This is an optimization exercise on Yosys and OpenROAD, whose aim is small area, not a production implementation. Function was checked by simulation only, so behaviour that the tests miss may differ from the original.

==> module dac_cond_channel, before the edit <==
module dac_cond_channel
#(
  parameter int DAC_DATA_WIDTH = 14,
  parameter int IN_DATA_WIDTH  = 16,
  parameter int GAIN_WIDTH     = 16
) (
  input  logic                             clk_i,
  input  logic                             rst_i,
  input  logic                             kill_i,
  input  logic                             step_zero_i,
  input  logic signed [IN_DATA_WIDTH-1:0]  in_i,
  input  logic signed [GAIN_WIDTH-1:0]     gain_i,
  input  logic signed [DAC_DATA_WIDTH-1:0] offset_i,
  input  logic                             enable_i,
  input  logic [dac_cond_pkg::ENV_W-1:0]   ramp_step_i,
  input  logic                             sat_clr_i,
  output logic signed [DAC_DATA_WIDTH-1:0] dat_o,
  output logic [1:0]                       state_o,
  output logic [dac_cond_pkg::SAT_CNT_W-1:0] sat_cnt_o
);
  logic [1:0]        state_q;
  logic [13:0]       env_q;
  logic              on;
  logic [15:0]       env_x, step_x, env_r;
  logic              done;
  assign on     = state_q[1] & ~state_q[0];
  assign env_x  = {1'b0, on, env_q};
  assign step_x = {1'b0, ramp_step_i};
  logic [15:0] env_b;
  logic [10:0] env_c;
  logic [15:10] env_r0, env_r1;
  logic [16:10] env_c0, env_c1;
  assign env_b    = step_x ^ {16{~enable_i}};
  assign env_c[0] = ~enable_i;
  for (genvar k = 0; k < 10; k++) begin : g_env_lo
    dac_cond_fa u_fa (.a(env_x[k]), .b(env_b[k]), .c(env_c[k]), .s(env_r[k]), .co(env_c[k+1]));
  end
  assign env_c0[10] = 1'b0;
  assign env_c1[10] = 1'b1;
  for (genvar k = 10; k < 16; k++) begin : g_env_hi
    dac_cond_fa u_fa0 (.a(env_x[k]), .b(env_b[k]), .c(env_c0[k]), .s(env_r0[k]), .co(env_c0[k+1]));
    dac_cond_fa u_fa1 (.a(env_x[k]), .b(env_b[k]), .c(env_c1[k]), .s(env_r1[k]), .co(env_c1[k+1]));
  end
  assign env_r[15:10] = env_c[10] ? env_r1 : env_r0;
  assign done   = step_zero_i | (enable_i ? (env_r[15:14] != 2'b00)
                                          : (env_r[15] | (env_r == 16'd0)));
  always_ff @(posedge clk_i) begin
    if (rst_i) begin
      state_q <= 2'b00;
      env_q   <= '0;
    end else begin
      state_q <= {enable_i == done, ~done};
      env_q   <= done ? 14'd0 : env_r[13:0];
    end
  end
    logic signed [17:0] p2_q, p2d_q;
  logic signed [17:0] p2_d;
  dac_cond_mul_a u_mul_a (.a(in_i), .b(gain_i), .o(offset_i), .y(p2_d));
  logic        [17:0] m3;    
  logic signed [17:0] p3_q;
  logic               sat;
  logic signed [13:0] dat_q;
  dac_cond_mul_c u_mul_c (.p(p2d_q), .e(env_q), .yn(m3));
  always_ff @(posedge clk_i) begin
    p2_q  <= p2_d;
    p2d_q <= p2_q;
    p3_q  <= on ? p2d_q : $signed(~m3);
  end
  assign sat = (p3_q[17:13] != 5'b00000) & (p3_q[17:13] != 5'b11111);
  always_ff @(posedge clk_i) begin
    if (rst_i | kill_i) begin
      dat_q <= '0;
    end else begin
      dat_q <= sat ? {p3_q[17], {13{~p3_q[17]}}} : p3_q[13:0];
    end
  end
  assign dat_o   = dat_q;
  assign state_o = state_q;
  logic [15:0] sat_cnt_q, sat_cnt_s;
  logic [16:0] sat_cnt_c;
  assign sat_cnt_c[0] = sat & ~kill_i & ~&sat_cnt_q;
  for (genvar k = 0; k < 16; k++) begin : g_cnt_inc
    dac_cond_ha u_ha (.a(sat_cnt_q[k]), .b(sat_cnt_c[k]), .s(sat_cnt_s[k]), .co(sat_cnt_c[k+1]));
  end
  always_ff @(posedge clk_i) begin
    if (rst_i | sat_clr_i) begin
      sat_cnt_q <= '0;
    end else begin
      sat_cnt_q <= sat_cnt_s;
    end
  end
  assign sat_cnt_o = sat_cnt_q;
endmodule
Settings: LEC_CHECK=0, CAP_MARGIN=20, CORE_MARGIN=2, CORE_UTILIZATION=40, SLEW_MARGIN=20, SYNTH_HIERARCHICAL=1; clock period 8.0 ns.
run.sh (not shown) runs the stock make flow with config.mk's settings and CLKGATE_MAP_FILE= SYNTH_SCRIPT=/design/flow/synth_recipe.tcl, a recipe that flattens the netlist after the stock synthesis.
Next try:
--- a/flow/design.v
+++ b/flow/design.v
@@ -43,24 +43,9 @@
   logic              done;
   assign on     = state_q[1] & ~state_q[0];
   assign env_x  = {1'b0, on, env_q};
   assign step_x = {1'b0, ramp_step_i};
-  logic [15:0] env_b;
-  logic [10:0] env_c;
-  logic [15:10] env_r0, env_r1;
-  logic [16:10] env_c0, env_c1;
-  assign env_b    = step_x ^ {16{~enable_i}};
-  assign env_c[0] = ~enable_i;
-  for (genvar k = 0; k < 10; k++) begin : g_env_lo
-    dac_cond_fa u_fa (.a(env_x[k]), .b(env_b[k]), .c(env_c[k]), .s(env_r[k]), .co(env_c[k+1]));
-  end
-  assign env_c0[10] = 1'b0;
-  assign env_c1[10] = 1'b1;
-  for (genvar k = 10; k < 16; k++) begin : g_env_hi
-    dac_cond_fa u_fa0 (.a(env_x[k]), .b(env_b[k]), .c(env_c0[k]), .s(env_r0[k]), .co(env_c0[k+1]));
-    dac_cond_fa u_fa1 (.a(env_x[k]), .b(env_b[k]), .c(env_c1[k]), .s(env_r1[k]), .co(env_c1[k+1]));
-  end
-  assign env_r[15:10] = env_c[10] ? env_r1 : env_r0;
+  assign env_r  = enable_i ? env_x + step_x : env_x - step_x;
   assign done   = step_zero_i | (enable_i ? (env_r[15:14] != 2'b00)
                                           : (env_r[15] | (env_r == 16'd0)));
   always_ff @(posedge clk_i) begin
     if (rst_i) begin
@@ -74,38 +59,37 @@
     logic signed [17:0] p2_q, p2d_q;
   logic signed [17:0] p2_d;
   dac_cond_mul_a u_mul_a (.a(in_i), .b(gain_i), .o(offset_i), .y(p2_d));
   logic        [17:0] m3;    
-  logic signed [17:0] p3_q;
+  logic signed [17:0] p3;
   logic               sat;
+  logic signed [13:0] c_q;
+  logic               sat_q;
   logic signed [13:0] dat_q;
   dac_cond_mul_c u_mul_c (.p(p2d_q), .e(env_q), .yn(m3));
+  assign p3  = on ? p2d_q : $signed(~m3);
+  assign sat = (p3[17:13] != 5'b00000) & (p3[17:13] != 5'b11111);
   always_ff @(posedge clk_i) begin
     p2_q  <= p2_d;
     p2d_q <= p2_q;
-    p3_q  <= on ? p2d_q : $signed(~m3);
+    c_q   <= sat ? {p3[17], {13{~p3[17]}}} : p3[13:0];
+    sat_q <= sat;
   end
-  assign sat = (p3_q[17:13] != 5'b00000) & (p3_q[17:13] != 5'b11111);
   always_ff @(posedge clk_i) begin
     if (rst_i | kill_i) begin
       dat_q <= '0;
     end else begin
-      dat_q <= sat ? {p3_q[17], {13{~p3_q[17]}}} : p3_q[13:0];
+      dat_q <= c_q;
     end
   end
   assign dat_o   = dat_q;
   assign state_o = state_q;
-  logic [15:0] sat_cnt_q, sat_cnt_s;
-  logic [16:0] sat_cnt_c;
-  assign sat_cnt_c[0] = sat & ~kill_i & ~&sat_cnt_q;
-  for (genvar k = 0; k < 16; k++) begin : g_cnt_inc
-    dac_cond_ha u_ha (.a(sat_cnt_q[k]), .b(sat_cnt_c[k]), .s(sat_cnt_s[k]), .co(sat_cnt_c[k+1]));
-  end
+  logic [15:0] sat_cnt_q;
   always_ff @(posedge clk_i) begin
     if (rst_i | sat_clr_i) begin
       sat_cnt_q <= '0;
-    end else begin
-      sat_cnt_q <= sat_cnt_s;
+    end else if (sat_q & ~kill_i & ~&sat_cnt_q) begin
+      sat_cnt_q <= sat_cnt_q + 1'b1;
     end
   end
   assign sat_cnt_o = sat_cnt_q;
 endmodule
What happened: The changed run produced a clean layout. Utilization falls by 0.21 points. Setup slack gains 0.0062 ns. Die area rises by a few percent. Hold slack stays flat. Maximum frequency is about the same. Global-route usage falls by 0.16 points. Register-to-register slack loses 0.39 ns. Design area rises by a few percent. Clock skew falls by 0.013 ns. Routed wire length rises by a few percent. First-iteration DRC count rises by about a fifth.

re-timing with driven ports:
How much do the figures lean on ideal ports? The routed layouts below were timed once more, with nothing changed but the port constraints. Step 1: set_driving_cell puts a clkbuf_16 on aclk and a buf_2 on each other input, an assumption about the parent block. Step 2 moves the port delays by t, midway between the first and last clock arrival at a register: inputs arrive t later, outputs are due t later. That takes back most of the time a late clock gives input paths. Three values: ideal ports, drivers, drivers and shift; two values: the first two.
run | t (ns) | setup slack, ns | worst register clock-pin slew, ns | worst data-port slew with drivers (ns)
the first run | 0.585 | 0.372 / 0.407 / -0.178 | 0.07 / 0.07 | 0.06
the second run | 0.522 | 0.378 / 0.412 / -0.109 | 0.08 / 0.08 | 0.06
With both steps, setup timing fails in the first run and the second run, where it was met with ideal ports. For the first run, which loses most, drivers alone change the setup slack by +0.035 ns; drivers and shift together by -0.550 ns.
